Context: an optimization exercise on an open-source flow, tuned for small area and a short achievable clock period. The choices shown serve that exercise and are no tape-out recipe.
The RTL was checked by simulation tests, not by an equivalence proof against the original design.
Power is estimated from default activity; no workload was simulated. The flow treats the clock pin as an ideal source, which a real chip does not have.

==> design/flow/run.sh <==
#!/bin/bash
# synth_recipe.tcl (not shown) runs the flow's synth.tcl, then flattens the netlist and writes it again
# the make line also repeats each setting of config.mk as NAME=value (left out here)
make -C /OpenROAD-flow-scripts/flow DESIGN_CONFIG=/design/flow/config.mk WORK_HOME=/design/flow/orfs CLKGATE_MAP_FILE= SYNTH_SCRIPT=/design/flow/synth_recipe.tcl finish
==> design/flow/config.mk <==
export PLATFORM = sky130hd
export DESIGN_NAME = window_3x3
export DESIGN_NICKNAME = window_3x3
export VERILOG_FILES = /design/flow/design.v
export SDC_FILE = /design/flow/constraint.sdc
export NUM_CORES = 4
export LEC_CHECK = 0
export CAP_MARGIN = 20
export CORE_MARGIN = 2
export CORE_UTILIZATION = 40
export SLEW_MARGIN = 20
==> design/flow/constraint.sdc <==
create_clock -name core_clock -period 4.6 [get_ports {clk}]
set_input_delay 0.9200 -clock core_clock [delete_from_list [all_inputs] [get_ports {clk}]]
set_output_delay 0.9200 -clock core_clock [all_outputs]
set_load 0.01 [all_outputs]
==> design/flow/design.v <==
module window_3x3 #(
    parameter int N       = 8,
    parameter int CHANNEL = 3,
    parameter int SIZE    = 32,
    parameter int PADDING = 1
) (
    input  logic                     clk,
    input  logic                     rst,
    input  logic                     din_vld,
    input  logic [CHANNEL*N-1:0]     din,
    output logic [9*CHANNEL*N-1:0]   win_dout,
    output logic                     win_vld,
    output logic                     win_end
);
    localparam int P  = CHANNEL * N;
    localparam int W  = SIZE + 2 * PADDING;
    localparam int CW = $clog2(W);
    localparam int L  = 2 * W + 2;               
    localparam logic [CW-1:0] W_M1 = CW'(W - 1);
    logic [P-1:0]  px_q;
    logic          px_vld_q;
    logic [P-1:0]  chain_q [L];
    logic [CW-1:0] col_q, row_q;
    logic          col_ge2_q, row_ge2_q;
    logic          win_vld_q, win_end_q;
    logic          col_last, row_last;
    always_ff @(posedge clk) begin
        px_q     <= din;
        px_vld_q <= din_vld;
    end
    always_ff @(posedge clk) begin
        if (px_vld_q) begin
            chain_q[0] <= px_q;
            for (int i = 1; i < L; i++) chain_q[i] <= chain_q[i-1];
        end
    end
    assign col_last = (col_q == W_M1);
    assign row_last = (row_q == W_M1);
    always_ff @(posedge clk) begin
        if (rst) begin
            col_q     <= '0;
            row_q     <= '0;
            col_ge2_q <= 1'b0;
            row_ge2_q <= 1'b0;
            win_vld_q <= 1'b0;
            win_end_q <= 1'b0;
        end else begin
            win_vld_q <= din_vld && col_ge2_q && row_ge2_q;
            win_end_q <= din_vld && col_last && row_last;
            if (din_vld) begin
                if (col_last) begin
                    col_q     <= '0;
                    col_ge2_q <= 1'b0;
                    if (row_last) begin
                        row_q     <= '0;
                        row_ge2_q <= 1'b0;
                    end else begin
                        row_q     <= row_q + 1'b1;
                        if (row_q == CW'(1)) row_ge2_q <= 1'b1;
                    end
                end else begin
                    col_q <= col_q + 1'b1;
                    if (col_q == CW'(1)) col_ge2_q <= 1'b1;
                end
            end
        end
    end
    for (genvar k = 0; k < 9; k++) begin : g_tap
        localparam int D = (2 - k / 3) * W + (2 - k % 3);
        if (D == 0) begin : g_new
            assign win_dout[k*P +: P] = px_q;
        end else begin : g_old
            assign win_dout[k*P +: P] = chain_q[D-1];
        end
    end
    assign win_vld = win_vld_q;
    assign win_end = win_end_q;
endmodule
==> results of run 1 <==
state kept, by name (all words and copies together) (netlist names):
| signal | flops |
|---|---|
| px_vld_q | 1 |
| row_q | 6 |
| px_q | 24 |
| col_ge2_q | 1 |
| win_end_q | 1 |
| row_ge2_q | 1 |
| chain_q | 1680 |
| col_q | 6 |
| win_vld_q | 1 |
power by group through the flow:
| stage | Sequential, mW | Clock, mW | Combinational, mW |
|---|---|---|---|
| 3_5_place_dp | 18.8 | 0 | 0.609 |
| 2_1_floorplan | 19.2 | 0 | 0.0115 |
| 3_3_place_gp | 18.7 | 0 | 0.588 |
| 6_report | 18.4 | 13.3 | 0.597 |
| 5_1_grt | 18.5 | 14.4 | 0.648 |
| 4_1_cts | 18.5 | 13.9 | 0.610 |
cell families after synthesis:
kind of cell	Yosys count	share of synthesized area, %
muxes	1	0.0218
DFF	1721	99.2
xor gates and xnor gates	3	0.0508
and+or+nand+nor	35	0.407
AOI/OAI and AO/OA	16	0.213
adders and majority gates	4	0.0968
buffers and inverters	7	0.0605
area by class of cell:
type	count	area, um2
Clock buffer	218	4580
Clock inverter	93	871
Fill cell	10200	65800
Inverter	3	11.3
Multi-Input combinational cell	59	408
Sequential cell	1721	51300
Tap cell	1662	2080
Timing Repair Buffer	271	2780
stage by stage:
| step | std cells | cell area, um2 | hold slack [ns] |
|---|---|---|---|
| CTS | 4027 | 62000 | 0.400 |
| detailed placement | 3716 | 56600 | 0.405 |
| global placement | 3716 | 56600 | 0.400 |
| floorplan | 1787 | 51700 | 0.400 |
| global route | 4027 | 62000 | 0.414 |
| finish | 4027 | 62000 | 0.401 |
placed cells by master, fill, tap and decap left out, drive strengths merged, types with 2 or more instances in the layout:
cell type / synthesis / layout
dfxtp: 41 / 41
xor2: 3 / 3
and3: 3 / 3
nor4b: 2 / 2
ha: 4 / 4
nand3: 2 / 2
or4: 2 / 2
bufinv: 0 / 11
clkdlybuf4s50: 0 / 244
edfxtp: 1680 / 1680
nand2: 7 / 7
clkinv: 0 / 64
or3: 3 / 3
inv: 3 / 13
nor2: 8 / 8
clkinvlp: 0 / 8
buf: 3 / 27
clkbuf: 1 / 218
nand4: 3 / 3
a21oi: 7 / 7
worst max path at each step:
| stage | startpoint | end | slack, ns | depth (start not counted) |
|---|---|---|---|---|
| 2_1_floorplan | px_vld_q$_DFF_P_ | chain_q[0][0]$_DFFE_PP_ | -7.66 | 0 |
| 3_3_place_gp | din_vld | row_q[2]$_SDFFE_PP0P_ | 2.11 | 5 |
| 3_5_place_dp | din_vld | row_q[2]$_SDFFE_PP0P_ | 1.98 | 5 |
| 4_1_cts | chain_q[1][22]$_DFFE_PP_ | win_dout[166] | 1.85 | 1 |
| 5_1_grt | chain_q[1][22]$_DFFE_PP_ | win_dout[166] | 1.86 | 1 |
| 6_report | chain_q[1][22]$_DFFE_PP_ | win_dout[166] | 1.96 | 1 |
layer usage:
layer / wire length, um / global-route usage [%]
met1: 27200 / 12.0
met2: 26300 / 12.7
met3: 3640 / 3.18
met4: 2320 / 4.90
met5: 0 / 0
==> key figures, run 1 <==
Power
  • Sw frac: 19.3%
  • Sequential Power Share: 57.0%
  • LEAKAGE: 20.7 nW
  • Comb power frac: 1.8%
  • Power Total: 32.4 mW
  • Power share of the clock group: 41.2%
  • Power per cell area: 522 mW/mm2
  • Pint: 26.1 mW
  • Peak VDD IR: 377 uV
  • Psw: around 6.2 mW

Global routing
  • First-pass GRT wire length: 95.6 mm
  • Total track usage: 8.95%
  • Initial antenna violation count: 0
  • Number of global-route vias before repair: 18200
  • Grt ovf: 0
  • Largest net degree at the start of global routing: 166

Floorplan
  • Die footprint: 0.132 mm2
  • I/O pin count: 245
  • Initial Util: 40.4%
  • Die width: 364 um
  • Core Box Area: 0.128 mm2
  • Chip height: 364 um
  • FP Rows: 131

Route
  • DRT Pass-1 Iters: 5
  • Remaining antenna violation count: 0
  • Drt wl/cell: 14.8 um
  • Via Count: between 15000 and 20000
  • Vias/cell: 4.43
  • Initial DRC Count: 1702
  • Final wirelength: 59.4 mm
  • DRC viols: 0

STA
  • Final setup viols: 0
  • Final setup margin: between 1.5 and 2 ns
  • Unrepaired setup endpoints after global routing: no
  • Total negative setup slack: 0 ns
  • Worst-Margin Slew: 0.890 ns
  • Final Max Tran Viols: 0
  • Clock skew: 0.0221 ns
  • Final min period: 2.64 ns
  • Final Hold Vio Count: 0
  • Final period util: 57.4%
  • FMAX: 0.379 GHz
  • Slew headroom: about two fifths

Synthesis
  • Top post-synthesis cells by area: edfxtp_1 (98%), dfxtp_1 (1.6%), ha_1 (0.097%)
  • Post-Syn Nets: between 1500 and 2000
  • Share of the synthesized area in the top cell type: 97.6%
  • Number of synthesized register bits: roughly 1700
  • Syn_area_per_cell: 28.9 um2
  • Synth warnings: 2
  • Top cells by count, synth: edfxtp_1 (1680), dfxtp_1 (41), nor2_1 (8)
  • Top FF cell, synth: edfxtp_1
  • Seq/Total Area, Yosys: 99.2%
  • Library cells used by synthesis: 35
  • Cells after Synth: 1787
  • Async set-or-reset flop fraction in the synthesized netlist: 0%
  • Count leader, synth: edfxtp_1
  • Cell accounting for the most synthesized area: edfxtp_1
  • Synth Cell Area: 0.0517 mm2
  • Post-synth EDFFs: 1680

Cells and area
  • Final Util: 48.5%
  • Layout cells sized above 1: 11.6%
  • Synth-to-Final Area Change: 19.9%
  • Final net count: 2258
  • # diodes: 0

CTS
  • Clock slew at reported path FFs: roughly 0.06 ns
  • CTS Buf Count: between 150 and 200
  • Sink Count: between 1500 and 2000
  • CTS tree: yes
  • CTS root buf: clkbuf_16
  • Post-CTS resize count: 0
  • Worst skew pair latency: 0.76 ns
  • Max clock buf depth: 3
  • Post-CTS Setup Bufs: 0
  • Htree depth: 4
  • Hold-fix buffers, CTS: 0

Setup path
  • Setup crit end kind: output port
  • CP cell instances: clkdlybuf4s50_1
  • CP startpoint kind: register
  • Worst r2r src: px_vld_q$_DFF_P_
  • Worst r2r dst: chain_q[69][14]$_DFFE_PP_
  • Worst Path Buf+Inv: 1
  • Worst EP arrival: 1.72 ns
  • Reg-to-reg setup timing slack: approximately 2.5 ns
  • Slowest CP cell: clkdlybuf4s50_1
  • Critical Path Fanout Max: 2
  • Crit path required time: 3.68 ns
  • Worst path top cell family by delay: buffers and inverters
  • Worst reg2reg path depth: 1
  • Max stage delay on crit path: between 0.5 and 0.6 ns
  • WS Path Type: register to output port

Run
  • Max cap viols: 0

Worst hold path
  • Worst min-delay path class: register to register
  • Hold path startpoint: chain_q[27][22]$_DFFE_PP_
  • Worst Hold End: chain_q[28][22]$_DFFE_PP_
  • Worst hold path depth: 0

Status
  • Status: finished clean

Place
  • Worst slack, placed: 1.98 ns
  • Placer Congestion: 0.720
  • Port bufs: approximately 240
  • Post-DP HPWL: 27.3 mm
==> run 2, diff against run 1 <==
==> design/flow/flow/run.sh (new file) <==
#!/bin/bash
# Standard ORFS layout with two changes: port buffers use buf_1 instead of the default
# delay buffer, and CTS uses larger sink clusters without dummy loads.
set -euo pipefail
bash standard.sh \
  "BUFFER_PORTS_ARGS=-buffer_cell sky130_fd_sc_hd__buf_1" \
  "CTS_ARGS=-sink_clustering_enable -repair_clock_nets -dont_use_dummy_load -sink_clustering_size 30 -sink_clustering_max_diameter 100 -buf_list sky130_fd_sc_hd__clkbuf_16" \
  finish > make.log 2>&1
==> design/flow/standard.sh (new file) <==
#!/bin/bash
# synth_recipe.tcl (not shown) runs the flow's synth.tcl, then flattens the netlist and writes it again
# the make line also repeats each setting of config.mk as NAME=value (left out here)
make -C /OpenROAD-flow-scripts/flow DESIGN_CONFIG=/design/flow/config.mk WORK_HOME=/design/flow/orfs CLKGATE_MAP_FILE= SYNTH_SCRIPT=/design/flow/synth_recipe.tcl "${@:-finish}"
--- a/design/flow/config.mk
+++ b/design/flow/config.mk
@@ -9,3 +9,3 @@
 export CORE_MARGIN = 2
-export CORE_UTILIZATION = 40
+export CORE_UTILIZATION = 60
 export SLEW_MARGIN = 20
removed: design/flow/run.sh
==> run 2 against run 1 <==
Effect of this change: critical path depth increased by 1; power decreased by 21%; count of clock-buffer cells in the layout decreased by 151; setup slack improved by 0.36 ns; via count decreased by 5.5%; combinational power decreased by 26%; sequential share of layout area increased by 8.8 points; final cell count decreased by 19%; sequential cell count unchanged; hold slack got worse by 0.030 ns.
==> key figures, run 2 <==
Route
  • Vias/cell: 5.17 (+17%)
  • Remaining antenna violation count: 0 (unchanged)
  • Final wirelength: 55.0 mm (-7.5%)
  • DRT Pass-1 Iters: 4 (-1)
  • Drt wl/cell: 16.8 um (+14%)
  • DRC viols: 0 (unchanged)
  • Via Count: 16900 (-5.5%)
  • Initial DRC Count: 1610 (-5.4%)

Global routing
  • Largest net degree at the start of global routing: 185 (+11%)
  • First-pass GRT wire length: 87.8 mm (-8.2%)
  • Number of global-route vias before repair: 16100 (-12%)
  • Grt ovf: 0 (unchanged)
  • Total track usage: 12.2% (+3.3 points)
  • Initial antenna violation count: 0 (unchanged)

Synthesis
  • Synth Cell Area: 0.0517 mm2 (unchanged)
  • Count leader, synth: edfxtp_1
  • Top post-synthesis cells by area: edfxtp_1 (98%), dfxtp_1 (1.6%), ha_1 (0.097%)
  • Top FF cell, synth: edfxtp_1
  • Share of the synthesized area in the top cell type: 97.6% (unchanged)
  • Number of synthesized register bits: 1721 (unchanged)
  • Library cells used by synthesis: 35 (unchanged)
  • Post-synth EDFFs: 1680 (unchanged)
  • Async set-or-reset flop fraction in the synthesized netlist: 0% (unchanged)
  • Cells after Synth: 1787 (unchanged)
  • Post-Syn Nets: 1818 (unchanged)
  • Top cells by count, synth: edfxtp_1 (1680), dfxtp_1 (41), nor2_1 (8)
  • Seq/Total Area, Yosys: 99.2% (unchanged)
  • Syn_area_per_cell: 28.9 um2 (unchanged)
  • Synth warnings: 2 (unchanged)
  • Cell accounting for the most synthesized area: edfxtp_1

Power
  • Power Total: 25.6 mW (-21%)
  • Peak VDD IR: 391 uV (+3.7%)
  • Power per cell area: 456 mW/mm2 (-13%)
  • LEAKAGE: 18.2 nW (-12%)

Floorplan
  • Die footprint: 0.0885 mm2 (-33%)
  • Initial Util: 60.6% (+20 points)
  • Core Box Area: 0.0853 mm2 (-33%)
  • FP Rows: 107 (-18%)
  • Die width: 298 um (-18%)
  • I/O pin count: 245 (unchanged)
  • Chip height: 298 um (-18%)

Setup path
  • Crit path required time: 4.85 ns (+1.17 ns)
  • Setup crit end kind: register
  • Critical Path Fanout Max: 59 (+57)
  • WS Path Type: register to register
  • CP startpoint kind: register
  • Worst EP arrival: 2.53 ns (+0.81 ns)

CTS
  • Hold-fix buffers, CTS: 0 (unchanged)
  • Sink Count: 1721 (unchanged)
  • CTS tree: yes
  • Max clock buf depth: 3 (unchanged)
  • Post-CTS Setup Bufs: 0 (unchanged)
  • Worst skew pair latency: 0.63 ns (-0.13 ns)
  • Clock slew at reported path FFs: 0.10 ns (+0.04 ns)
  • Post-CTS resize count: 0 (unchanged)
  • CTS root buf: clkbuf_16
  • CTS Buf Count: 67 (-61%)
  • Htree depth: 3 (-1)

Place
  • Area of placed instances: 0.0543 mm2 (-3.9%)
  • Post-DP HPWL: 27.0 mm (-1.1%)
  • Port bufs: 244 (unchanged)
  • Worst slack, placed: 2.27 ns (+0.294 ns)
  • Placer Congestion: 0.718 (-0.28%)

STA
  • Final setup margin: 2.32 ns (+0.361 ns)
  • Total negative setup slack: 0 ns (unchanged)
  • Final period util: 49.5% (-7.8 points)
  • Final Hold Vio Count: 0 (unchanged)
  • Clock skew: 0.0432 ns (+0.0211 ns)
  • WHS: 0.371 ns (-0.0302 ns)
  • Slew headroom: 32.5% (-7.3 points)
  • Final Max Tran Viols: 0 (unchanged)
  • Worst-Margin Slew: 1.01 ns (+0.122 ns)
  • Unrepaired setup endpoints after global routing: no
  • Final min period: 2.28 ns (-0.361 ns)
  • Final setup viols: 0 (unchanged)
  • FMAX: 0.439 GHz (+16%)

Cells and area
  • Final net count: 2154 (-4.6%)
  • Biggest register: chain_q
  • Commonest non-fill, non-tap cell in the layout: edfxtp_1
  • Commonest cells after routing, fill and taps aside: edfxtp_1 (1680), buf_1 (244), clkbuf_16 (67)
  • Largest registers: chain_q: 1680 flops, px_q: 24 flops
  • Number of flip-flops under the largest register name: 1680 (unchanged)
  • Fillers: 5427 (-47%)
  • Synth-to-Final Area Change: 8.34%
  • Layout cells sized above 1: 4.76% (-6.9 points)
  • # diodes: 0 (unchanged)
  • Final instance area: 0.0560 mm2 (-9.7%)

Run
  • Max cap viols: 0 (unchanged)

Status
  • Status: finished clean

Worst hold path
  • Worst min-delay path class: register to register
==> run 2: changes by cell type in the layout (fill, tap and decap cells not counted), moves of 11 or more <==
cell,change
buf_1,+244
clkdlybuf4s50_1,-244
clkbuf_16,-105
clkbuf_1,-36
clkinv_1,-34
clkinv_2,-22
bufinv_16,-11
==> run 2: kinds of logic after synthesis <==
family          after synthesis  share of synthesized area [%]
buf+inv                       7                         0.0605
fa+ha+maj                     4                         0.0968
flops                      1721                           99.2
mux                           1                         0.0218
compound gates               16                          0.213
simple gates                 35                          0.407
xor+xnor                      3                         0.0508
==> run 2: final cells by class <==
| type | instances | area (um2) | area share [%] |
|---|---|---|---|
| well taps | 1144 | 1430 | 2.56 |
| inverters | 3 | 11.3 | 0.0201 |
| multi-input cells | 59 | 408 | 0.728 |
| clock buffers | 67 | 1680 | 2.99 |
| repair buffers | 271 | 1220 | 2.18 |
| flip-flops and latches | 1721 | 51300 | 91.5 |
==> run 2: per-stage QoR <==
step,instances,utilization [%]
floorplan,1787,-
finish,3265,65.7
CTS,3265,65.7
global route,3265,65.7
global placement,3198,63.7
detailed placement,3198,63.7
==> run 2: critical path: stages (launching register included) <==
cell     delay, ns
dfxtp_4       0.84
buf_12        0.37
buf_4         0.65
==> run 2: layer usage <==
layer | up-vias | GRT usage (%) | share of wire [%]
met4 | 0 | 3.63 | 2.1
met3 | 81 | 2.59 | 4.3
met5 | - | 0 | 0
met1 | 8683 | 19.4 | 49
li1 | 7813 | - | -
met2 | 287 | 17.6 | 44
==> run 2: path summary, 6_finish.rpt <==
check	from	to	slack, ns	cells after the start
worst max-delay path	px_vld_q$_DFF_P_	chain_q[44][1]$_DFFE_PP_	2.32	2
worst min-delay path	chain_q[8][20]$_DFFE_PP_	chain_q[9][20]$_DFFE_PP_	0.37	0
worst max register to register	px_vld_q$_DFF_P_	chain_q[44][1]$_DFFE_PP_	2.32	2
worst min register to register	chain_q[8][20]$_DFFE_PP_	chain_q[9][20]$_DFFE_PP_	0.37	0
==> run 2: power by group <==
| part | internal [mW] | switching (mW) |
|---|---|---|
| sequential | 18.2 | 0.254 |
| combinational | 0.0752 | 0.366 |
| clock | 2.64 | 4.06 |
==> run 3, diff against run 2 <==
--- a/design/flow/config.mk
+++ b/design/flow/config.mk
@@ -9,3 +9,4 @@
 export CORE_MARGIN = 2
-export CORE_UTILIZATION = 60
+export CORE_UTILIZATION = 40
+export SETUP_SLACK_MARGIN = 2.6
 export SLEW_MARGIN = 20
==> run 3 against run 2 <==
Effect of this change: largest cell class unchanged; combinational power increased by 34%; still clean; clock skew increased by 0.028 ns; first-iteration DRC count increased by 16%; sequential power about the same; global-route usage decreased by 3.8 points; final cell count increased by 20%; power increased by 1.2%; routed wire length increased by 6.0%; via count increased by 3.3%; critical path type is now register to output port; sequential cell count unchanged.
==> key figures, run 3 <==
Cells and area
  • # diodes: 0 (unchanged)
  • Flip-flop and latch area: 0.0513 mm2 (about the same)
  • Fillers: 10400 (+92%)
  • Final net count: 2292 (+6.4%)
  • Biggest register: chain_q
  • Synth-to-Final Area Change: 12.6%
  • Footprint of the multi-input gates: 414 um2 (+1.5%)
  • Final cell count without fillers: 3921 (+20%)
  • Commonest non-fill, non-tap cell in the layout: edfxtp_1
  • Number of flip-flops under the largest register name: 1680 (unchanged)
  • Final Util: 45.6% (-20 points)
  • Layout cells sized above 1: 20.1% (+15 points)
  • Largest registers: chain_q: 1680 flops, px_q: 24 flops
  • Commonest cells after routing, fill and taps aside: edfxtp_1 (1680), clkbuf_2 (160), buf_4 (149)
  • Final instance area: 0.0582 mm2 (+4.0%)

Route
  • Vias/cell: 4.44 (-14%)
  • Initial DRC Count: 1867 (+16%)
  • DRT Pass-1 Iters: 4 (unchanged)
  • Remaining antenna violation count: 0 (unchanged)
  • Final wirelength: 58.3 mm (+6.0%)
  • Via Count: 17400 (+3.3%)
  • DRC viols: 0 (unchanged)
  • Drt wl/cell: 14.9 um (-12%)

Synthesis
  • Count leader, synth: edfxtp_1
  • Library cells used by synthesis: 35 (unchanged)
  • Number of synthesized register bits: 1721 (unchanged)
  • Top cells by count, synth: edfxtp_1 (1680), dfxtp_1 (41), nor2_1 (8)
  • Cells after Synth: 1787 (unchanged)
  • Async set-or-reset flop fraction in the synthesized netlist: 0% (unchanged)
  • Share of the synthesized area in the top cell type: 97.6% (unchanged)
  • Syn_area_per_cell: 28.9 um2 (unchanged)
  • Synth Cell Area: 0.0517 mm2 (unchanged)
  • Synth warnings: 2 (unchanged)
  • Top FF cell, synth: edfxtp_1
  • Post-Syn Nets: 1818 (unchanged)
  • Post-synth EDFFs: 1680 (unchanged)
  • Seq/Total Area, Yosys: 99.2% (unchanged)
  • Top post-synthesis cells by area: edfxtp_1 (98%), dfxtp_1 (1.6%), ha_1 (0.097%)
  • Cell accounting for the most synthesized area: edfxtp_1

Global routing
  • Largest net degree at the start of global routing: 160 (-14%)
  • Total track usage: 8.49% (-3.8 points)
  • First-pass GRT wire length: 91.4 mm (+4.1%)
  • Initial antenna violation count: 0 (unchanged)
  • Number of global-route vias before repair: 16900 (+5.3%)
  • Grt ovf: 0 (unchanged)

Power
  • Pint: 21.0 mW (+0.75%)
  • Peak VDD IR: 338 uV (-14%)
  • Sequential Power Share: 71.2% (-0.9 points)
  • Power per cell area: 444 mW/mm2 (-2.6%)
  • Power Total: 25.9 mW (+1.2%)
  • Comb power frac: 2.3% (+0.6 points)
  • Psw: 4.83 mW (+3.4%)
  • Power share of the clock group: 26.6% (+0.4 points)
  • LEAKAGE: 19.5 nW (+7.2%)
  • Sw frac: 18.7% (+0.39 points)

Setup path
  • Max stage delay on crit path: 0.44 ns (-0.40 ns)
  • Slowest CP cell: edfxtp_1
  • Worst reg2reg path depth: 1 (-1)
  • Critical Path Fanout Max: 2 (-97%)
  • Worst path top cell family by delay: flip-flops
  • Worst EP arrival: 1.25 ns (-1.28 ns)
  • Setup crit end kind: output port
  • CP startpoint kind: register
  • Crit path required time: 3.68 ns (-1.17 ns)
  • CP cell instances: clkbuf_2
  • Worst r2r src: px_vld_q$_DFF_P_
  • Worst r2r dst: chain_q[53][12]$_DFFE_PP_
  • WS Path Type: register to output port
  • Worst path depth: 1 (-1)
  • Crit. Startpoint: chain_q[33][11]$_DFFE_PP_
  • Critical Path End: win_dout[131]
  • Reg-to-reg setup timing slack: 2.74 ns (+0.42 ns)
  • Worst Path Buf+Inv: 1 (-1)

Floorplan
  • Core Box Area: 0.128 mm2 (+50%)
  • FP Rows: 131 (+22%)
  • Initial Util: 40.4% (-20 points)
  • Chip height: 364 um (+22%)
  • Die width: 364 um (+22%)
  • Die footprint: 0.132 mm2 (+49%)
  • I/O pin count: 245 (unchanged)

CTS
  • Worst skew pair latency: 0.66 ns (+0.03 ns)
  • Sink Count: 1721 (unchanged)
  • Max clock buf depth: 3 (unchanged)
  • Clock slew at reported path FFs: 0.11 ns (about the same)
  • Htree depth: 3 (unchanged)
  • CTS root buf: clkbuf_16
  • CTS tree: yes
  • CTS Buf Count: 68 (+1.5%)

Place
  • Worst slack, placed: 2.32 ns (+0.0448 ns)
  • Placer Congestion: 0.734 (+2.3%)
  • Post-DP HPWL: 27.2 mm (+0.76%)
  • Area of placed instances: 0.0551 mm2 (+1.3%)
  • Port bufs: 244 (unchanged)
  • Placed Cells: 3719 (+16%)

STA
  • Slew headroom: 46.7% (+14 points)
  • Clock skew: 0.0714 ns (+0.0282 ns)
  • Final min period: 2.17 ns (-0.104 ns)
  • Unrepaired setup endpoints after global routing: yes
  • WHS: 0.337 ns (-0.0331 ns)
  • Worst-Margin Slew: 0.799 ns (-0.213 ns)
  • Final Max Tran Viols: 0 (unchanged)
  • FMAX: 0.460 GHz (+4.8%)
  • Final setup viols: 0 (unchanged)
  • Final Hold Vio Count: 0 (unchanged)
  • Final setup margin: 2.43 ns (+0.104 ns)
  • Final period util: 47.2% (-2.3 points)
  • Total negative setup slack: 0 ns (unchanged)

Status
  • Status: finished clean

Worst hold path
  • Worst min-delay path class: input pin to register

Run
  • Max cap viols: 0 (unchanged)
[run 3: kinds of logic after synthesis]
group                    share of synthesized area [%]
AO/OA/AOI/OAI                                    0.213
XOR/XNOR                                        0.0508
adder cells (fa/ha/maj)                         0.0968
buffers and inverters                           0.0605
flip-flops                                        99.2
multiplexers                                    0.0218
AND/OR/NAND/NOR                                  0.407
[run 3: layout make-up]
class	instances	area share (%)
clock buffer	68	2.92
sequential	1721	88.1
inverter	3	0.0193
timing repair buffer	408	4.68
multi-input combinational	59	0.711
tap	1662	3.57
[run 3: timing repair]
item                                    4_1_cts  5_1_grt
endpoints found under the setup margin     1520      223
gates resized for setup                      79      163
buffers inserted                             82       52
hold buffers                                  0        0
[run 3: per-layer routing]
metal  vias to the layer above  global-route usage, %  wire, um
li1                       8084                      -         -
met1                      8906                   12.1     27400
met2                       334                   12.7     26700
met3                        90                   2.13      2480
met4                         0                   3.13      1780
met5                         -                      0         0
[run 3: power by group through the flow]
stage | logic, mW | registers [mW] | clock network, mW
6_report | 0.591 | 18.4 | 6.87
5_1_grt | 0.650 | 18.5 | 7.73
4_1_cts | 0.547 | 18.4 | 7.27
3_5_place_dp | 0.460 | 18.8 | 0
3_3_place_gp | 0.438 | 18.7 | 0
2_1_floorplan | 0.0115 | 19.2 | 0
[run 3: worst min-delay path by stage]
stage | startpoint | endpoint | cells past startpoint
2_1_floorplan | chain_q[9][0]$_DFFE_PP_ | chain_q[10][0]$_DFFE_PP_ | 0
3_3_place_gp | chain_q[41][1]$_DFFE_PP_ | chain_q[42][1]$_DFFE_PP_ | 0
3_5_place_dp | chain_q[12][23]$_DFFE_PP_ | chain_q[13][23]$_DFFE_PP_ | 0
4_1_cts | din[16] | px_q[16]$_DFF_P_ | 1
5_1_grt | din[4] | px_q[4]$_DFF_P_ | 1
6_report | din[16] | px_q[16]$_DFF_P_ | 1
==> run 4, diff against run 3 <==
--- a/design/flow/config.mk
+++ b/design/flow/config.mk
@@ -12 +12,2 @@
 export SLEW_MARGIN = 20
+export TNS_END_PERCENT = 100
==> run 4 against run 3 <==
Effect of this change: power is the same; maximum frequency is the same; sequential cell count is the same; count of clock-buffer cells in the layout is the same; sequential power is essentially flat; register-to-register slack is essentially flat; routed wire length is the same; hold slack is the same; setup slack is the same; largest cell class unchanged; still clean.
==> key figures, run 4 <==
Worst hold path
  • Worst Hold End: px_q[16]$_DFF_P_
  • Worst hold path depth: 1 (unchanged)
  • Hold path startpoint: din[16]
  • Worst min-delay path class: input pin to register

STA
  • Final setup viols: 0 (unchanged)
  • Final Hold Vio Count: 0 (unchanged)
  • Final min period: 2.17 ns (unchanged)
  • FMAX: 0.460 GHz (unchanged)
  • Final setup margin: 2.43 ns (unchanged)
  • Slew headroom: 46.7% (unchanged)
  • Worst-Margin Slew: 0.799 ns (unchanged)
  • Final Max Tran Viols: 0 (unchanged)
  • Clock skew: 0.0714 ns (unchanged)
  • Final period util: 47.2% (unchanged)
  • Unrepaired setup endpoints after global routing: yes
  • Total negative setup slack: 0 ns (unchanged)

Global routing
  • Grt ovf: 0 (unchanged)
  • Number of global-route vias before repair: 16900 (unchanged)
  • Largest net degree at the start of global routing: 160 (unchanged)
  • Met3 Use GR: 2.13% (unchanged)
  • Busiest grt layer: met2
  • First-pass GRT wire length: 91.4 mm (unchanged)
  • Met1 Resource Use GR: 12.1% (unchanged)
  • GR Util met2: 12.7% (unchanged)
  • Initial antenna violation count: 0 (unchanged)
  • Total track usage: 8.49% (unchanged)

CTS
  • Htree depth: 3 (unchanged)
  • Clock slew at reported path FFs: 0.11 ns (about the same)
  • CTS Buf Count: 68 (unchanged)
  • Max clock buf depth: 3 (unchanged)
  • Worst skew pair latency: 0.66 ns (about the same)
  • Sink Count: 1721 (unchanged)
  • CTS root buf: clkbuf_16
  • Hold-fix buffers, CTS: 0 (unchanged)
  • CTS tree: yes

Setup path
  • Worst r2r src: px_vld_q$_DFF_P_
  • WS Path Type: register to output port
  • CP startpoint kind: register
  • Crit. Startpoint: chain_q[33][11]$_DFFE_PP_
  • Worst path top cell family by delay: flip-flops
  • Worst Path Buf+Inv: 1 (unchanged)
  • Setup crit end kind: output port
  • Crit path required time: 3.68 ns (about the same)
  • Worst r2r dst: chain_q[53][12]$_DFFE_PP_
  • Reg-to-reg setup timing slack: 2.74 ns (about the same)
  • Worst reg2reg path depth: 1 (unchanged)
  • Critical Path Fanout Max: 2 (unchanged)
  • Max stage delay on crit path: 0.44 ns (about the same)
  • CP cell instances: clkbuf_2
  • Worst EP arrival: 1.25 ns (about the same)
  • Slowest CP cell: edfxtp_1

Floorplan
  • Initial Util: 40.4% (unchanged)
  • Die footprint: 0.132 mm2 (unchanged)
  • Chip height: 364 um (unchanged)
  • I/O pin count: 245 (unchanged)
  • Die width: 364 um (unchanged)
  • FP Rows: 131 (unchanged)
  • Core Box Area: 0.128 mm2 (unchanged)

Status
  • Status: finished clean

Place
  • Worst slack, placed: 2.32 ns (unchanged)
  • Placer Congestion: 0.734 (unchanged)
  • Post-DP HPWL: 27.2 mm (unchanged)
  • Placed Cells: 3719 (unchanged)
  • Port bufs: 244 (unchanged)

Synthesis
  • Async set-or-reset flop fraction in the synthesized netlist: 0% (unchanged)
  • Syn_area_per_cell: 28.9 um2 (unchanged)
  • Post-Syn Nets: 1818 (unchanged)
  • Seq/Total Area, Yosys: 99.2% (unchanged)
  • Library cells used by synthesis: 35 (unchanged)
  • Top FF cell, synth: edfxtp_1
  • Synth Cell Area: 0.0517 mm2 (unchanged)
  • Top post-synthesis cells by area: edfxtp_1 (98%), dfxtp_1 (1.6%), ha_1 (0.097%)
  • Count leader, synth: edfxtp_1
  • Top cells by count, synth: edfxtp_1 (1680), dfxtp_1 (41), nor2_1 (8)
  • Post-synth EDFFs: 1680 (unchanged)
  • Cells after Synth: 1787 (unchanged)
  • Cell accounting for the most synthesized area: edfxtp_1
  • Share of the synthesized area in the top cell type: 97.6% (unchanged)
  • Number of synthesized register bits: 1721 (unchanged)
  • Synth warnings: 2 (unchanged)

Route
  • Drt wl/cell: 14.9 um (unchanged)
  • DRC viols: 0 (unchanged)
  • DRT Pass-1 Iters: 4 (unchanged)
  • Initial DRC Count: 1867 (unchanged)
  • Via Count: 17400 (unchanged)
  • Vias/cell: 4.44 (unchanged)
  • Final wirelength: 58.3 mm (unchanged)
  • Remaining antenna violation count: 0 (unchanged)

Power
  • Sequential Power Share: 71.2% (about the same)
  • Pint: 21.0 mW (unchanged)
  • Psw: 4.83 mW (unchanged)
  • Power share of the clock group: 26.6% (about the same)
  • Comb power frac: 2.3% (about the same)
  • Peak VDD IR: 338 uV (unchanged)
  • LEAKAGE: 19.5 nW (unchanged)
  • Power per cell area: 444 mW/mm2 (unchanged)
  • Power Total: 25.9 mW (unchanged)
  • Sw frac: 18.7% (unchanged)

Cells and area
  • Layout cells sized above 1: 20.1% (unchanged)
  • Flip-flop and latch area: 0.0513 mm2 (unchanged)
  • Commonest cells after routing, fill and taps aside: edfxtp_1 (1680), clkbuf_2 (160), buf_4 (149)
  • Commonest non-fill, non-tap cell in the layout: edfxtp_1
  • # diodes: 0 (unchanged)
  • Number of flip-flops under the largest register name: 1680 (unchanged)
  • Fillers: 10400 (unchanged)
  • Footprint of the multi-input gates: 414 um2 (unchanged)
  • Final net count: 2292 (unchanged)
  • Final cell count without fillers: 3921 (unchanged)
  • Largest registers: chain_q: 1680 flops, px_q: 24 flops
  • Synth-to-Final Area Change: 12.6% (unchanged)
  • Biggest register: chain_q

Run
  • Max cap viols: 0 (unchanged)
==> run 4: cell counts in the layout (fill, tap and decap cells not counted) <==
Identical to the previous run, type by type.
==> run 4: timing repair <==
action                     4_1_cts  5_1_grt
buffers inserted                82       52
gates resized for setup         79      163
setup endpoints to repair     1520      223
gates cloned                     0        0
==> run 4: worst max-delay path by stage <==
stage	to	slack, ns	cells past startpoint
6_report	win_dout[131]	2.43	1
5_1_grt	win_dout[131]	2.33	1
4_1_cts	win_dout[131]	2.34	1
3_5_place_dp	chain_q[34][5]$_DFFE_PP_	2.32	1
3_3_place_gp	chain_q[32][2]$_DFFE_PP_	2.33	1
2_1_floorplan	chain_q[0][0]$_DFFE_PP_	-7.66	0
==> run 4: through the flow <==
stage	utilization [%]	hold slack [ns]	instance area, um2
finish	45.6	0.337	58200
global placement	43.1	0.400	55100
floorplan	-	0.400	51700
detailed placement	43.1	0.405	55100
CTS	45.1	0.252	57600
global route	45.6	0.262	58200
==> run 4: cell type report <==
cell class	count	area share, %
timing repair buffer	408	4.68
multi-input combinational	59	0.711
sequential	1721	88.1
inverter	3	0.0193
clock buffer	68	2.92
tap	1662	3.57
==> run 4: kinds of logic after synthesis <==
| logic type | share of synthesized area (%) |
|---|---|
| fa+ha+maj | 0.0968 |
| xor+xnor | 0.0508 |
| mux | 0.0218 |
| simple gates | 0.407 |
| flops | 99.2 |
| buf+inv | 0.0605 |
| compound gates | 0.213 |
==> run 4: power by group through the flow <==
stage	clock, mW	sequential [mW]	combinational [mW]
final	6.87	18.4	0.591
after global routing	7.73	18.5	0.650
after CTS	7.27	18.4	0.547
after detailed placement	0	18.8	0.460
after global placement	0	18.7	0.438
after floorplan	0	19.2	0.0115
==> run 4: metal layers <==
layer  wire (um)  share of wire (%)
met1       27400                 47
met2       26700                 46
met3        2480                4.3
met4        1780                3.0
met5           0                  0
==> run 5, diff against run 4 <==
--- a/design/flow/config.mk
+++ b/design/flow/config.mk
@@ -10,4 +10,2 @@
 export CORE_UTILIZATION = 40
-export SETUP_SLACK_MARGIN = 2.6
 export SLEW_MARGIN = 20
-export TNS_END_PERCENT = 100
==> run 5 against run 4 <==
Effect of this change: clock power about the same; sequential share of layout area increased by 2.2 points; hold slack gained 0.0020 ns; still clean on timing, DRC and antenna; clock skew hardly changed; sequential power is essentially flat; combinational power shrank 24%; register-to-register slack got worse by 0.33 ns; critical endpoint is now chain_q[34][5]$_DFFE_PP_; die area unchanged; non-clock buffer count decreased by 134.
==> key figures, run 5 <==
Cells and area
  • Layout cells sized above 1: 4.94% (-15 points)
  • Commonest non-fill, non-tap cell in the layout: edfxtp_1
  • # diodes: 0 (unchanged)
  • Number of flip-flops under the largest register name: 1680 (unchanged)
  • Biggest register: chain_q
  • Commonest cells after routing, fill and taps aside: edfxtp_1 (1680), buf_1 (244), clkbuf_16 (68)
  • Final net count: 2158 (-5.8%)
  • Largest registers: chain_q: 1680 flops, px_q: 24 flops
  • Final Util: 44.4% (-1.1 points)
  • Synth-to-Final Area Change: 9.78%

Setup path
  • Worst path top cell family by delay: flip-flops
  • Max stage delay on crit path: 0.97 ns (+0.53 ns)
  • Crit path required time: 4.85 ns (+1.17 ns)
  • Worst r2r dst: chain_q[34][5]$_DFFE_PP_
  • Slowest CP cell: dfxtp_4
  • WS Path Type: register to register
  • Worst reg2reg path depth: 1 (unchanged)
  • Worst Path Buf+Inv: 1 (unchanged)
  • Reg-to-reg setup timing slack: 2.41 ns (-0.33 ns)
  • Worst EP arrival: 2.45 ns (+1.20 ns)
  • CP startpoint kind: register
  • Setup crit end kind: register
  • Worst r2r src: px_vld_q$_DFF_P_
  • CP cell instances: buf_4
  • Critical Path Fanout Max: 66 (+64)

Floorplan
  • I/O pin count: 245 (unchanged)
  • Core Box Area: 0.128 mm2 (unchanged)
  • Die width: 364 um (unchanged)
  • Die footprint: 0.132 mm2 (unchanged)
  • Chip height: 364 um (unchanged)
  • Initial Util: 40.4% (unchanged)
  • FP Rows: 131 (unchanged)

Worst hold path
  • Worst hold path depth: 1 (unchanged)
  • Hold path startpoint: din[16]
  • Worst min-delay path class: input pin to register
  • Worst Hold End: px_q[16]$_DFF_P_

Synthesis
  • Synth warnings: 2 (unchanged)
  • Library cells used by synthesis: 35 (unchanged)
  • Count leader, synth: edfxtp_1
  • Cell accounting for the most synthesized area: edfxtp_1
  • Cells after Synth: 1787 (unchanged)
  • Seq/Total Area, Yosys: 99.2% (unchanged)
  • Synth Cell Area: 0.0517 mm2 (unchanged)
  • Number of synthesized register bits: 1721 (unchanged)
  • Async set-or-reset flop fraction in the synthesized netlist: 0% (unchanged)
  • Post-Syn Nets: 1818 (unchanged)
  • Top post-synthesis cells by area: edfxtp_1 (98%), dfxtp_1 (1.6%), ha_1 (0.097%)
  • Post-synth EDFFs: 1680 (unchanged)
  • Syn_area_per_cell: 28.9 um2 (unchanged)
  • Share of the synthesized area in the top cell type: 97.6% (unchanged)
  • Top FF cell, synth: edfxtp_1
  • Top cells by count, synth: edfxtp_1 (1680), dfxtp_1 (41), nor2_1 (8)

Place
  • Post-DP HPWL: 27.2 mm (unchanged)
  • Worst slack, placed: 2.32 ns (unchanged)
  • Port bufs: 244 (unchanged)
  • Placer Congestion: 0.734 (unchanged)

Global routing
  • First-pass GRT wire length: 89.2 mm (-2.4%)
  • Met3 Use GR: 2.12% (-0.0098 points)
  • GR Util met2: 12.1% (-0.66 points)
  • Initial antenna violation count: 0 (unchanged)
  • Total track usage: 8.25% (-0.24 points)
  • Number of global-route vias before repair: 16500 (-2.6%)
  • Met1 Resource Use GR: 11.9% (-0.20 points)
  • Largest net degree at the start of global routing: 160 (unchanged)
  • Busiest grt layer: met2
  • Grt ovf: 0 (unchanged)

Route
  • Remaining antenna violation count: 0 (unchanged)
  • Vias/cell: 4.48 (+0.77%)
  • Drt wl/cell: 14.8 um (-0.29%)
  • Via Count: 16900 (-2.7%)
  • DRT Pass-1 Iters: 4 (unchanged)
  • Initial DRC Count: 1773 (-5.0%)
  • Final wirelength: 56.1 mm (-3.7%)
  • DRC viols: 0 (unchanged)

CTS
  • Max clock buf depth: 3 (unchanged)
  • CTS tree: yes
  • Hold-fix buffers, CTS: 0 (unchanged)
  • Post-CTS Setup Bufs: 0 (-100%)
  • CTS Buf Count: 68 (unchanged)
  • Post-CTS resize count: 0 (-100%)
  • Htree depth: 3 (unchanged)
  • Sink Count: 1721 (unchanged)
  • Clock slew at reported path FFs: 0.11 ns (about the same)
  • CTS root buf: clkbuf_16
  • Worst skew pair latency: 0.66 ns (about the same)

STA
  • Final period util: 47.7% (+0.41 points)
  • FMAX: 0.456 GHz (-0.86%)
  • Clock skew: 0.0714 ns (+0.0000181 ns)
  • Slew headroom: 33.8% (-13 points)
  • Unrepaired setup endpoints after global routing: no
  • Total negative setup slack: 0 ns (unchanged)
  • Final setup margin: 2.41 ns (-0.0189 ns)
  • Final Max Tran Viols: 0 (unchanged)
  • Final setup viols: 0 (unchanged)
  • Worst-Margin Slew: 0.994 ns (+0.195 ns)
  • Final min period: 2.19 ns (+0.0189 ns)
  • Final Hold Vio Count: 0 (unchanged)

Power
  • Power per cell area: 453 mW/mm2 (+2.0%)
  • Peak VDD IR: 335 uV (-0.75%)
  • LEAKAGE: 18.3 nW (-6.5%)

Run
  • Max cap viols: 0 (unchanged)

Status
  • Status: finished clean
-- run 5: cell counts after synthesis --
No cell type changed its count.
-- run 5: where the power goes --
part | internal (mW) | leakage (nW) | switching, mW
Sequential | 18.2 | 16.8 | 0.252
Clock | 2.68 | 0.838 | 4.19
Combinational | 0.0820 | 0.640 | 0.366
-- run 5: worst max-delay path by stage --
stage | startpoint | endpoint | slack [ns] | depth (start not counted)
6_report | px_vld_q$_DFF_P_ | chain_q[34][5]$_DFFE_PP_ | 2.41 | 1
4_1_cts | px_vld_q$_DFF_P_ | chain_q[34][5]$_DFFE_PP_ | 2.33 | 1
5_1_grt | px_vld_q$_DFF_P_ | chain_q[23][5]$_DFFE_PP_ | 2.22 | 1
2_1_floorplan | px_vld_q$_DFF_P_ | chain_q[0][0]$_DFFE_PP_ | -7.66 | 0
3_3_place_gp | px_vld_q$_DFF_P_ | chain_q[32][2]$_DFFE_PP_ | 2.33 | 1
3_5_place_dp | px_vld_q$_DFF_P_ | chain_q[34][5]$_DFFE_PP_ | 2.32 | 1
-- run 5: through the flow --
step | hold slack, ns | power, mW | instances | instance area (um2)
2_1_floorplan | 0.400 | 19.3 | 1787 | 51700
3_3_place_gp | 0.400 | 19.2 | 3719 | 55100
3_5_place_dp | 0.405 | 19.3 | 3719 | 55100
4_1_cts | 0.252 | 26.2 | 3787 | 56800
5_1_grt | 0.262 | 26.8 | 3787 | 56800
6_report | 0.340 | 25.7 | 3787 | 56800
-- run 5: logic make-up after synthesis --
logic type	Yosys count	synth area share [%]
simple gates	35	0.407
mux	1	0.0218
buf+inv	7	0.0605
flops	1721	99.2
fa+ha+maj	4	0.0968
compound gates	16	0.213
xor+xnor	3	0.0508
-- run 5: final cells by class --
class	instances	area, um2
repair buffers	274	1290
flip-flops and latches	1721	51300
fillers	10500	71100
clock buffers	68	1700
inverters	3	11.3
multi-input cells	59	408
well taps	1662	2080
-- run 5: layer usage --
layer,up-vias,wire length (um)
met2,336,25100
met1,8700,26600
met4,0,1910
met3,102,2540
li1,7811,-
met5,-,0
==> run 6, diff against run 5 <==
--- a/design/flow/config.mk
+++ b/design/flow/config.mk
@@ -10,2 +10,2 @@
 export CORE_UTILIZATION = 40
-export SLEW_MARGIN = 20
+export SLEW_MARGIN = 70
==> run 6 against run 5 <==
Effect of this change: via count is 0.65% higher; highest routed layer unchanged; sequential power hardly changed; maximum frequency is 0.76% higher; clock power hardly changed; still clean; register-to-register slack better by 0.18 ns; largest cell class unchanged; count of clock-buffer cells in the layout stayed put.
==> key figures, run 6 <==
Status
  • Status: finished clean

Route
  • DRC viols: 0 (unchanged)
  • Top Layer Used: met4
  • Drt wl/cell: 14.8 um (+0.16%)
  • DRT Pass-1 Iters: 4 (unchanged)
  • Met2 wire len: 25.4 mm (+1.1%)
  • Via Count: 17100 (+0.65%)
  • Initial DRC Count: 1668 (-5.9%)
  • Met1 wire length: 26.9 mm (+1.1%)
  • Final wirelength: 56.6 mm (+0.77%)
  • Remaining antenna violation count: 0 (unchanged)
  • Vias/cell: 4.48 (about the same)
  • Met3 routed WL: 2.56 mm (+0.75%)

Floorplan
  • Die width: 364 um (unchanged)
  • Die footprint: 0.132 mm2 (unchanged)
  • FP Rows: 131 (unchanged)
  • I/O pin count: 245 (unchanged)
  • Core Box Area: 0.128 mm2 (unchanged)
  • Initial Util: 40.4% (unchanged)
  • Chip height: 364 um (unchanged)

Power
  • LEAKAGE: 18.5 nW (+1.5%)
  • Peak VDD IR: 313 uV (-6.6%)
  • Sequential Power Share: 71.4% (-0.2 points)
  • Power per cell area: 449 mW/mm2 (-0.90%)
  • Pint: 21.0 mW (+0.21%)
  • Sw frac: 18.6% (-0.059 points)
  • Power share of the clock group: 26.6% (about the same)
  • Comb power frac: 2.0% (+0.3 points)
  • Psw: 4.80 mW (-0.17%)
  • Power Total: 25.8 mW (+0.14%)

Setup path
  • Max stage delay on crit path: 0.45 ns (-0.52 ns)
  • Critical Path Fanout Max: 2 (-97%)
  • WS Path Type: register to output port
  • CP cell instances: buf_1
  • Worst path top cell family by delay: flip-flops
  • Slowest CP cell: edfxtp_1
  • Worst EP arrival: 1.26 ns (-1.19 ns)
  • Crit path required time: 3.68 ns (-1.17 ns)
  • Worst Path Buf+Inv: 1 (unchanged)
  • CP startpoint kind: register
  • Setup crit end kind: output port

Synthesis
  • Syn_area_per_cell: 28.9 um2 (unchanged)
  • Post-synth EDFFs: 1680 (unchanged)
  • Top cells by count, synth: edfxtp_1 (1680), dfxtp_1 (41), nor2_1 (8)
  • Post-Syn Nets: 1818 (unchanged)
  • Cells after Synth: 1787 (unchanged)
  • Share of the synthesized area in the top cell type: 97.6% (unchanged)
  • Cell accounting for the most synthesized area: edfxtp_1
  • Synth warnings: 2 (unchanged)
  • Async set-or-reset flop fraction in the synthesized netlist: 0% (unchanged)
  • Synth Cell Area: 0.0517 mm2 (unchanged)
  • Top post-synthesis cells by area: edfxtp_1 (98%), dfxtp_1 (1.6%), ha_1 (0.097%)
  • Top FF cell, synth: edfxtp_1
  • Count leader, synth: edfxtp_1
  • Library cells used by synthesis: 35 (unchanged)
  • Number of synthesized register bits: 1721 (unchanged)
  • Seq/Total Area, Yosys: 99.2% (unchanged)

STA
  • Final Hold Vio Count: 0 (unchanged)
  • Unrepaired setup endpoints after global routing: no
  • Final min period: 2.18 ns (-0.0166 ns)
  • Final period util: 47.3% (-0.36 points)
  • Total negative setup slack: 0 ns (unchanged)
  • FMAX: 0.460 GHz (+0.76%)
  • WHS: 0.347 ns (+0.00754 ns)
  • Final setup viols: 0 (unchanged)
  • Slew headroom: 73.2% (+39 points)
  • Worst-Margin Slew: 0.402 ns (-0.592 ns)
  • Final Max Tran Viols: 0 (unchanged)
  • Clock skew: 0.0649 ns (-0.00649 ns)

Cells and area
  • Final Util: 44.9% (+0.47 points)
  • Commonest cells after routing, fill and taps aside: edfxtp_1 (1680), buf_1 (242), clkbuf_16 (68)
  • Final net count: 2181 (+1.1%)
  • Number of flip-flops under the largest register name: 1680 (unchanged)
  • Synth-to-Final Area Change: 10.9%
  • Largest registers: chain_q: 1680 flops, px_q: 24 flops
  • Biggest register: chain_q
  • Commonest non-fill, non-tap cell in the layout: edfxtp_1
  • Final cell count without fillers: 3810 (+0.61%)
  • # diodes: 0 (unchanged)
  • Layout cells sized above 1: 6.10% (+1.2 points)

Worst hold path
  • Worst min-delay path class: input pin to register

Global routing
  • Number of global-route vias before repair: 16800 (+1.8%)
  • Grt ovf: 0 (unchanged)
  • Largest net degree at the start of global routing: 95 (-41%)
  • Total track usage: 8.35% (+0.096 points)
  • Initial antenna violation count: 0 (unchanged)
  • First-pass GRT wire length: 90.5 mm (+1.5%)

CTS
  • Clock slew at reported path FFs: 0.10 ns (about the same)
  • Post-CTS Setup Bufs: 0 (unchanged)
  • Sink Count: 1721 (unchanged)
  • CTS Buf Count: 68 (unchanged)
  • Worst skew pair latency: 0.64 ns (-0.02 ns)
  • Htree depth: 3 (unchanged)
  • CTS root buf: clkbuf_16
  • CTS tree: yes
  • Max clock buf depth: 3 (unchanged)
  • Hold-fix buffers, CTS: 0 (unchanged)
  • Post-CTS resize count: 0 (unchanged)

Place
  • Placed Cells: 3736 (+0.46%)
  • Post-DP HPWL: 29.0 mm (+6.6%)
  • Port bufs: 244 (unchanged)
  • Placer Congestion: 0.734 (unchanged)

Run
  • Max cap viols: 0 (unchanged)
-- run 6: worst reg2reg max path, cell delays in order, from the launching register on --
cell and delay, ns:
dfxtp_4 0.54, buf_16 0.20, buf_8 0.18, buf_12 0.23, buf_12 0.26, buf_16 0.28
-- run 6: power by group through the flow --
| stage | Combinational [mW] | Sequential [mW] | Clock [mW] |
|---|---|---|---|
| CTS | 0.519 | 18.4 | 7.25 |
| detailed placement | 0.521 | 18.8 | 0 |
| global placement | 0.438 | 18.7 | 0 |
| global route | 0.575 | 18.5 | 7.70 |
| finish | 0.520 | 18.4 | 6.85 |
| floorplan | 0.0115 | 19.2 | 0 |
-- run 6: cells by family (layout without fill, tap and decap cells) --
logic type / after synthesis / count (layout) / synth area share (%)
simple gates: 35 / 35 / 0.407
fa+ha+maj: 4 / 4 / 0.0968
xor+xnor: 3 / 3 / 0.0508
mux: 1 / 1 / 0.0218
buf+inv: 7 / 368 / 0.0605
flops: 1721 / 1721 / 99.2
compound gates: 16 / 16 / 0.213
-- run 6: through the flow --
stage	instance area, um2	worst slack, ns
4_1_cts	57200	2.33
6_report	57400	2.42
3_5_place_dp	55500	2.35
5_1_grt	57400	2.33
2_1_floorplan	51700	-7.66
3_3_place_gp	55100	2.33
-- run 6: path summary, 6_finish.rpt --
kind                            start                       end  slack, ns  depth (start not counted)
max reg2reg          px_vld_q$_DFF_P_  chain_q[7][14]$_DFFE_PP_       2.59                          5
max          chain_q[33][7]$_DFFE_PP_             win_dout[127]       2.42                          1
min                           din[16]          px_q[16]$_DFF_P_       0.35                          1
min reg2reg  chain_q[49][8]$_DFFE_PP_  chain_q[50][8]$_DFFE_PP_       0.35                          0
-- run 6: cell type report --
| class | instances | area, um2 |
|---|---|---|
| Fill cell | 10500 | 70500 |
| Sequential cell | 1721 | 51300 |
| Tap cell | 1662 | 2080 |
| Timing Repair Buffer | 297 | 1870 |
| Clock buffer | 68 | 1700 |
| Multi-Input combinational cell | 59 | 423 |
| Inverter | 3 | 11.3 |
-- run 6: metal layers --
metal	track usage, %	vias up
met2	12.4	319
met5	0	-
met4	3.05	0
li1	-	7871
met1	11.9	8770
met3	2.17	100
==> run 7, diff against run 6 <==
--- a/design/flow/config.mk
+++ b/design/flow/config.mk
@@ -9,3 +9,3 @@
 export CORE_MARGIN = 2
-export CORE_UTILIZATION = 40
-export SLEW_MARGIN = 70
+export CORE_UTILIZATION = 50
+export SLEW_MARGIN = 50
==> run 7 against run 6 <==
Effect of this change: cell area decreased by 1.7%; die area decreased by 20%; synthesized cell count stayed put; register-to-register slack got worse by 0.04 ns; core utilization rose by 10 points; sequential power hardly changed; first-iteration DRC count decreased by 1.3%; synthesized area unchanged; routed wire length down 2.1%; critical path depth is the same; largest cell class unchanged; largest power group unchanged; highest routed layer unchanged.
==> key figures, run 7 <==
STA
  • Final setup margin: 2.35 ns (-0.0753 ns)
  • Final min period: 2.25 ns (+0.0753 ns)
  • Unrepaired setup endpoints after global routing: no
  • Worst-Margin Slew: 0.662 ns (+0.260 ns)
  • Final setup viols: 0 (unchanged)
  • Clock skew: 0.0345 ns (-0.0304 ns)
  • Final Hold Vio Count: 0 (unchanged)
  • Final Max Tran Viols: 0 (unchanged)
  • Slew headroom: 55.9% (-17 points)
  • Total negative setup slack: 0 ns (unchanged)
  • FMAX: 0.444 GHz (-3.3%)
  • Final period util: 48.9% (+1.6 points)

Cells and area
  • Commonest cells after routing, fill and taps aside: edfxtp_1 (1680), buf_1 (243), clkbuf_16 (67)
  • Synth-to-Final Area Change: 9.08%
  • Largest registers: chain_q: 1680 flops, px_q: 24 flops
  • Flip-flop and latch area: 0.0513 mm2 (unchanged)
  • Layout cells sized above 1: 4.86% (-1.2 points)
  • Footprint of the multi-input gates: 414 um2 (-2.1%)
  • Biggest register: chain_q
  • Fillers: 7494 (-29%)
  • Final net count: 2154 (-1.2%)
  • Commonest non-fill, non-tap cell in the layout: edfxtp_1
  • Number of flip-flops under the largest register name: 1680 (unchanged)
  • # diodes: 0 (unchanged)

Setup path
  • WS Path Type: register to output port
  • Worst Path Buf+Inv: 1 (unchanged)
  • Worst path depth: 1 (unchanged)
  • Critical Path Fanout Max: 2 (unchanged)
  • CP startpoint kind: register
  • Slowest CP cell: edfxtp_1
  • Max stage delay on crit path: 0.51 ns (+0.06 ns)
  • Worst reg2reg path depth: 3 (-2)
  • Crit path required time: 3.68 ns (about the same)
  • Reg-to-reg setup timing slack: 2.55 ns (-0.04 ns)
  • CP cell instances: buf_1
  • Worst r2r src: px_vld_q$_DFF_P_
  • Worst EP arrival: 1.33 ns (+0.07 ns)
  • Worst r2r dst: chain_q[34][14]$_DFFE_PP_
  • Setup crit end kind: output port
  • Worst path top cell family by delay: flip-flops

Synthesis
  • Cells after Synth: 1787 (unchanged)
  • Syn_area_per_cell: 28.9 um2 (unchanged)
  • Top post-synthesis cells by area: edfxtp_1 (98%), dfxtp_1 (1.6%), ha_1 (0.097%)
  • Seq/Total Area, Yosys: 99.2% (unchanged)
  • Post-synthesis xor/xnor area fraction: 0.0508% (unchanged)
  • Top cells by count, synth: edfxtp_1 (1680), dfxtp_1 (41), nor2_1 (8)
  • Post-Syn Nets: 1818 (unchanged)
  • Number of synthesized register bits: 1721 (unchanged)
  • Post-Synth Adder-Cell Area: 0.0968% (unchanged)
  • Library cells used by synthesis: 35 (unchanged)
  • Share of the synthesized area in the top cell type: 97.6% (unchanged)
  • Largest family of logic cells by synthesized area: simple AND/OR/NAND/NOR gates
  • Post-synthesis mux area share: 0.0218% (unchanged)
  • Synth warnings: 2 (unchanged)
  • Synth Area in Compound Gates: 0.213% (unchanged)
  • Fraction of the mapped netlist area in simple logic gates: 0.407% (unchanged)
  • Top FF cell, synth: edfxtp_1
  • Count leader, synth: edfxtp_1
  • Synth Cell Area: 0.0517 mm2 (unchanged)
  • Cell accounting for the most synthesized area: edfxtp_1
  • Post-synth EDFFs: 1680 (unchanged)
  • Async set-or-reset flop fraction in the synthesized netlist: 0% (unchanged)

Power
  • Pint: 20.9 mW (-0.38%)
  • Sequential Power Share: 71.8% (+0.4 points)
  • Psw: 4.74 mW (-1.1%)
  • Peak VDD IR: 316 uV (+0.80%)
  • Power share of the clock group: 26.4% (-0.2 points)
  • LEAKAGE: 18.3 nW (-1.5%)
  • Sw frac: 18.5% (-0.11 points)
  • Power Total: 25.6 mW (-0.51%)
  • Power per cell area: 455 mW/mm2 (+1.2%)
  • Comb power frac: 1.8% (-0.2 points)

CTS
  • Worst skew pair latency: 0.64 ns (about the same)
  • Htree depth: 3 (unchanged)
  • CTS root buf: clkbuf_16
  • Sink Count: 1721 (unchanged)
  • Clock slew at reported path FFs: 0.10 ns (about the same)
  • Post-CTS Setup Bufs: 0 (unchanged)
  • Hold-fix buffers, CTS: 0 (unchanged)
  • CTS Buf Count: 67 (-1.5%)
  • Post-CTS resize count: 0 (unchanged)
  • CTS tree: yes
  • Max clock buf depth: 3 (unchanged)

Route
  • Initial DRC Count: 1647 (-1.3%)
  • Vias/cell: 4.84 (+8.1%)
  • Via Count: 16900 (-1.0%)
  • DRC viols: 0 (unchanged)
  • DRT Pass-1 Iters: 4 (unchanged)
  • Final wirelength: 55.3 mm (-2.1%)
  • Drt wl/cell: 15.9 um (+6.9%)
  • Remaining antenna violation count: 0 (unchanged)

Run
  • Max cap viols: 0 (unchanged)

Global routing
  • Number of global-route vias before repair: 16200 (-3.4%)
  • Grt ovf: 0 (unchanged)
  • First-pass GRT wire length: 89.0 mm (-1.7%)
  • Initial antenna violation count: 0 (unchanged)
  • Total track usage: 10.3% (+1.9 points)
  • Largest net degree at the start of global routing: 128 (+35%)

Place
  • Post-DP HPWL: 26.8 mm (-7.6%)
  • Worst slack, placed: 2.39 ns (+0.0409 ns)
  • Port bufs: 244 (unchanged)
  • Placer Congestion: 0.745 (+1.5%)

Floorplan
  • Initial Util: 50.6% (+10 points)
  • Chip height: 326 um (-10%)
  • Core Box Area: 0.102 mm2 (-20%)
  • I/O pin count: 245 (unchanged)
  • Die footprint: 0.106 mm2 (-20%)
  • FP Rows: 117 (-11%)
  • Die width: 326 um (-10%)

Status
  • Status: finished clean

Worst hold path
  • Hold path startpoint: din[2]
  • Worst Hold End: px_q[2]$_DFF_P_
  • Worst hold path depth: 1 (unchanged)
  • Worst min-delay path class: input pin to register
## run 7: layout make-up
class | count | share of cell area [%]
Sequential cell | 1721 | 90.9
Tap cell | 1368 | 3.03
Clock buffer | 67 | 2.97
Timing Repair Buffer | 271 | 2.34
Multi-Input combinational cell | 59 | 0.734
Inverter | 3 | 0.0200
## run 7: cell families (layout without fill, tap and decap cells)
| logic type | Yosys count | count (layout) |
|---|---|---|
| mux | 1 | 1 |
| compound gates | 16 | 16 |
| buf+inv | 7 | 341 |
| xor+xnor | 3 | 3 |
| flops | 1721 | 1721 |
| fa+ha+maj | 4 | 4 |
| simple gates | 35 | 35 |
## run 7: per-layer routing
metal	up-vias	global-route usage (%)	share of wire (%)
met5	-	0	0
met4	0	3.42	2.7
met3	96	2.33	4.2
met2	314	14.8	44
met1	8677	15.7	49
li1	7797	-	-
## run 7: power groups by stage
| stage | Clock (mW) | Combinational [mW] | Sequential, mW |
|---|---|---|---|
| 2_1_floorplan | 0 | 0.0115 | 19.2 |
| 3_3_place_gp | 0 | 0.436 | 18.8 |
| 3_5_place_dp | 0 | 0.474 | 18.8 |
| 4_1_cts | 7.15 | 0.471 | 18.4 |
| 5_1_grt | 7.61 | 0.508 | 18.5 |
| 6_report | 6.77 | 0.460 | 18.4 |
## run 7: stage by stage
stage          utilization [%]  hold WS [ns]  instance area, um2  cells
3_5_place_dp              53.6         0.405               54700   3422
5_1_grt                   55.2         0.296               56400   3489
2_1_floorplan                -         0.400               51700   1787
6_report                  55.2         0.359               56400   3489
3_3_place_gp              53.5         0.401               54600   3419
4_1_cts                   55.2         0.287               56400   3489
## run 7: worst max-delay path by stage
stage	from	slack, ns	end
after floorplan	px_vld_q$_DFF_P_	-7.66	chain_q[0][0]$_DFFE_PP_
after global routing	chain_q[34][4]$_DFFE_PP_	2.25	win_dout[100]
after CTS	chain_q[34][4]$_DFFE_PP_	2.27	win_dout[100]
final	chain_q[34][4]$_DFFE_PP_	2.35	win_dout[100]
after global placement	px_vld_q$_DFF_P_	2.28	chain_q[36][22]$_DFFE_PP_
after detailed placement	din_vld	2.39	row_q[2]$_SDFFE_PP0P_
==> run 8, diff against run 7 <==
--- a/design/flow/config.mk
+++ b/design/flow/config.mk
@@ -9,3 +9,3 @@
 export CORE_MARGIN = 2
-export CORE_UTILIZATION = 50
+export CORE_UTILIZATION = 40
 export SLEW_MARGIN = 50
==> run 8 against run 7 <==
Effect of this change: largest cell class unchanged; sequential share of layout area down 0.80 points; synthesized area unchanged; still clean on timing, DRC and antenna; via count up 0.52%; highest routed layer unchanged.
==> key figures, run 8 <==
Cells and area
  • Synth-to-Final Area Change: 10.0%
  • Final net count: 2163 (+0.42%)
  • Footprint of the multi-input gates: 414 um2 (unchanged)
  • Commonest non-fill, non-tap cell in the layout: edfxtp_1
  • Largest registers: chain_q: 1680 flops, px_q: 24 flops
  • Flip-flop and latch area: 0.0513 mm2 (unchanged)
  • Number of flip-flops under the largest register name: 1680 (unchanged)
  • Layout cells sized above 1: 5.26% (+0.40 points)
  • # diodes: 0 (unchanged)

Power
  • Psw: 4.77 mW (+0.49%)
  • Power share of the clock group: 26.7% (+0.3 points)
  • Comb power frac: 1.8% (about the same)
  • LEAKAGE: 18.3 nW (+0.38%)
  • Sequential Power Share: 71.5% (-0.3 points)
  • Power Total: 25.7 mW (+0.40%)
  • Power per cell area: 452 mW/mm2 (-0.48%)

CTS
  • CTS root buf: clkbuf_16
  • Post-CTS resize count: 0 (unchanged)
  • CTS Buf Count: 69 (+3.0%)
  • Clock slew at reported path FFs: 0.10 ns (about the same)
  • Post-CTS Setup Bufs: 0 (unchanged)

Status
  • Status: finished clean

Floorplan
  • FP Rows: 131 (+12%)
  • Initial Util: 40.4% (-10 points)
  • Die width: 364 um (+12%)
  • Die footprint: 0.132 mm2 (+25%)
  • Chip height: 364 um (+12%)

Place
  • Placer Congestion: 0.734 (-1.4%)
  • Port bufs: 244 (unchanged)
  • Placed Cells: 3721 (+8.7%)

Setup path
  • Worst r2r src: px_vld_q$_DFF_P_
  • Max stage delay on crit path: 0.46 ns (-0.05 ns)
  • Worst Path Buf+Inv: 1 (unchanged)
  • Critical Path Fanout Max: 2 (unchanged)
  • Worst path top cell family by delay: flip-flops
  • Slowest CP cell: edfxtp_1
  • Worst EP arrival: 1.25 ns (-0.08 ns)
  • Reg-to-reg setup timing slack: 2.66 ns (+0.11 ns)
  • CP cell instances: buf_1
  • WS Path Type: register to output port
  • Setup crit end kind: output port
  • Worst r2r dst: chain_q[54][12]$_DFFE_PP_

STA
  • Final setup viols: 0 (unchanged)
  • Final period util: 47.1% (-1.8 points)
  • Worst-Margin Slew: 0.679 ns (+0.0172 ns)
  • Clock skew: 0.0674 ns (+0.0329 ns)
  • FMAX: 0.461 GHz (+3.8%)
  • Final Hold Vio Count: 0 (unchanged)
  • Total negative setup slack: 0 ns (unchanged)
  • Slew headroom: 54.8% (-1.1 points)

Synthesis
  • Cells after Synth: 1787 (unchanged)
  • Synth warnings: 2 (unchanged)
  • Top post-synthesis cells by area: edfxtp_1 (98%), dfxtp_1 (1.6%), ha_1 (0.097%)
  • Share of the synthesized area in the top cell type: 97.6% (unchanged)
  • Post-synth EDFFs: 1680 (unchanged)
  • Seq/Total Area, Yosys: 99.2% (unchanged)
  • Synth Cell Area: 0.0517 mm2 (unchanged)
  • Top FF cell, synth: edfxtp_1
  • Post-Syn Nets: 1818 (unchanged)
  • Syn_area_per_cell: 28.9 um2 (unchanged)
  • Number of synthesized register bits: 1721 (unchanged)

Route
  • Final wirelength: 55.7 mm (+0.71%)
  • Vias/cell: 4.48 (-7.5%)
  • Via Count: 17000 (+0.52%)

Worst hold path
  • Worst hold path depth: 0 (-1)
  • Hold path startpoint: chain_q[47][8]$_DFFE_PP_
  • Worst Hold End: chain_q[48][8]$_DFFE_PP_

Global routing
  • Grt ovf: 0 (unchanged)
  • Initial antenna violation count: 0 (unchanged)
  • Number of global-route vias before repair: 16500 (+1.4%)
  • Total track usage: 8.23% (-2.0 points)
[run 8: cell counts after synthesis]
Identical to the previous run, type by type.
[run 8: layer usage]
metal | track usage, % | share of wire [%]
met5 | 0 | 0
met4 | 3.61 | 3.5
met3 | 1.85 | 4.2
met2 | 12.2 | 45
met1 | 11.8 | 48
[run 8: through the flow]
stage | hold slack (ns) | cell area, um2 | setup slack, ns
floorplan | 0.400 | 51700 | -7.66
global placement | 0.400 | 55100 | 2.33
detailed placement | 0.405 | 55100 | 2.32
CTS | 0.277 | 56800 | 2.34
global route | 0.289 | 56900 | 2.33
finish | 0.354 | 56900 | 2.43
[run 8: logic make-up after synthesis]
group | share of synthesized area, %
AOI/OAI and AO/OA | 0.213
buffers and inverters | 0.0605
xor gates and xnor gates | 0.0508
DFF | 99.2
and+or+nand+nor | 0.407
adders and majority gates | 0.0968
muxes | 0.0218
[run 8: worst max path at each step]
stage	from	to	slack (ns)	cells after the start
after floorplan	px_vld_q$_DFF_P_	chain_q[0][0]$_DFFE_PP_	-7.66	0
after global placement	px_vld_q$_DFF_P_	chain_q[32][2]$_DFFE_PP_	2.33	1
after detailed placement	din_vld	row_q[2]$_SDFFE_PP0P_	2.32	5
after CTS	chain_q[33][3]$_DFFE_PP_	win_dout[123]	2.34	1
after global routing	chain_q[0][22]$_DFFE_PP_	win_dout[190]	2.33	1
final	chain_q[33][10]$_DFFE_PP_	win_dout[130]	2.43	1
[run 8: power by group through the flow]
stage	registers (mW)	logic, mW	clock network (mW)
floorplan	19.2	0.0115	0
global placement	18.7	0.438	0
detailed placement	18.8	0.476	0
CTS	18.4	0.474	7.29
global route	18.5	0.520	7.74
finish	18.4	0.468	6.87
[run 8: area by class of cell]
| cell class | instances | share of cell area, % |
|---|---|---|
| clock buffers | 69 | 3.03 |
| inverters | 3 | 0.0198 |
| multi-input cells | 59 | 0.728 |
| flip-flops and latches | 1721 | 90.1 |
| well taps | 1662 | 3.65 |
| repair buffers | 278 | 2.46 |

re-timing with driven ports:
No port has a modelled driver above. Below, the same layouts with a new extraction and two added sets of constraints.
Step 1 assumes that a clkbuf_16 drives the clock port and a buf_2 every other input.
Step 2 also shifts input and output timing later by t, the mid clock arrival at the registers, as if the neighbouring blocks saw the same clock.
Three values: ideal, step 1, step 2; two values: the first two.
run | shift t [ns] | setup WS [ns]
run 1 | 0.814 | 1.962 / 1.895 / 1.852
run 2 | 0.670 | 2.323 / 2.264 / 2.323
run 3 | 0.694 | 2.427 / 2.359 / 2.297
run 4 | 0.694 | 2.427 / 2.359 / 2.297
run 5 | 0.693 | 2.408 / 2.358 / 2.272
run 6 | 0.685 | 2.424 / 2.357 / 2.553
run 7 | 0.690 | 2.349 / 2.286 / 2.330
run 8 | 0.684 | 2.431 / 2.363 / 2.348
After both steps every run listed still meets setup and hold.
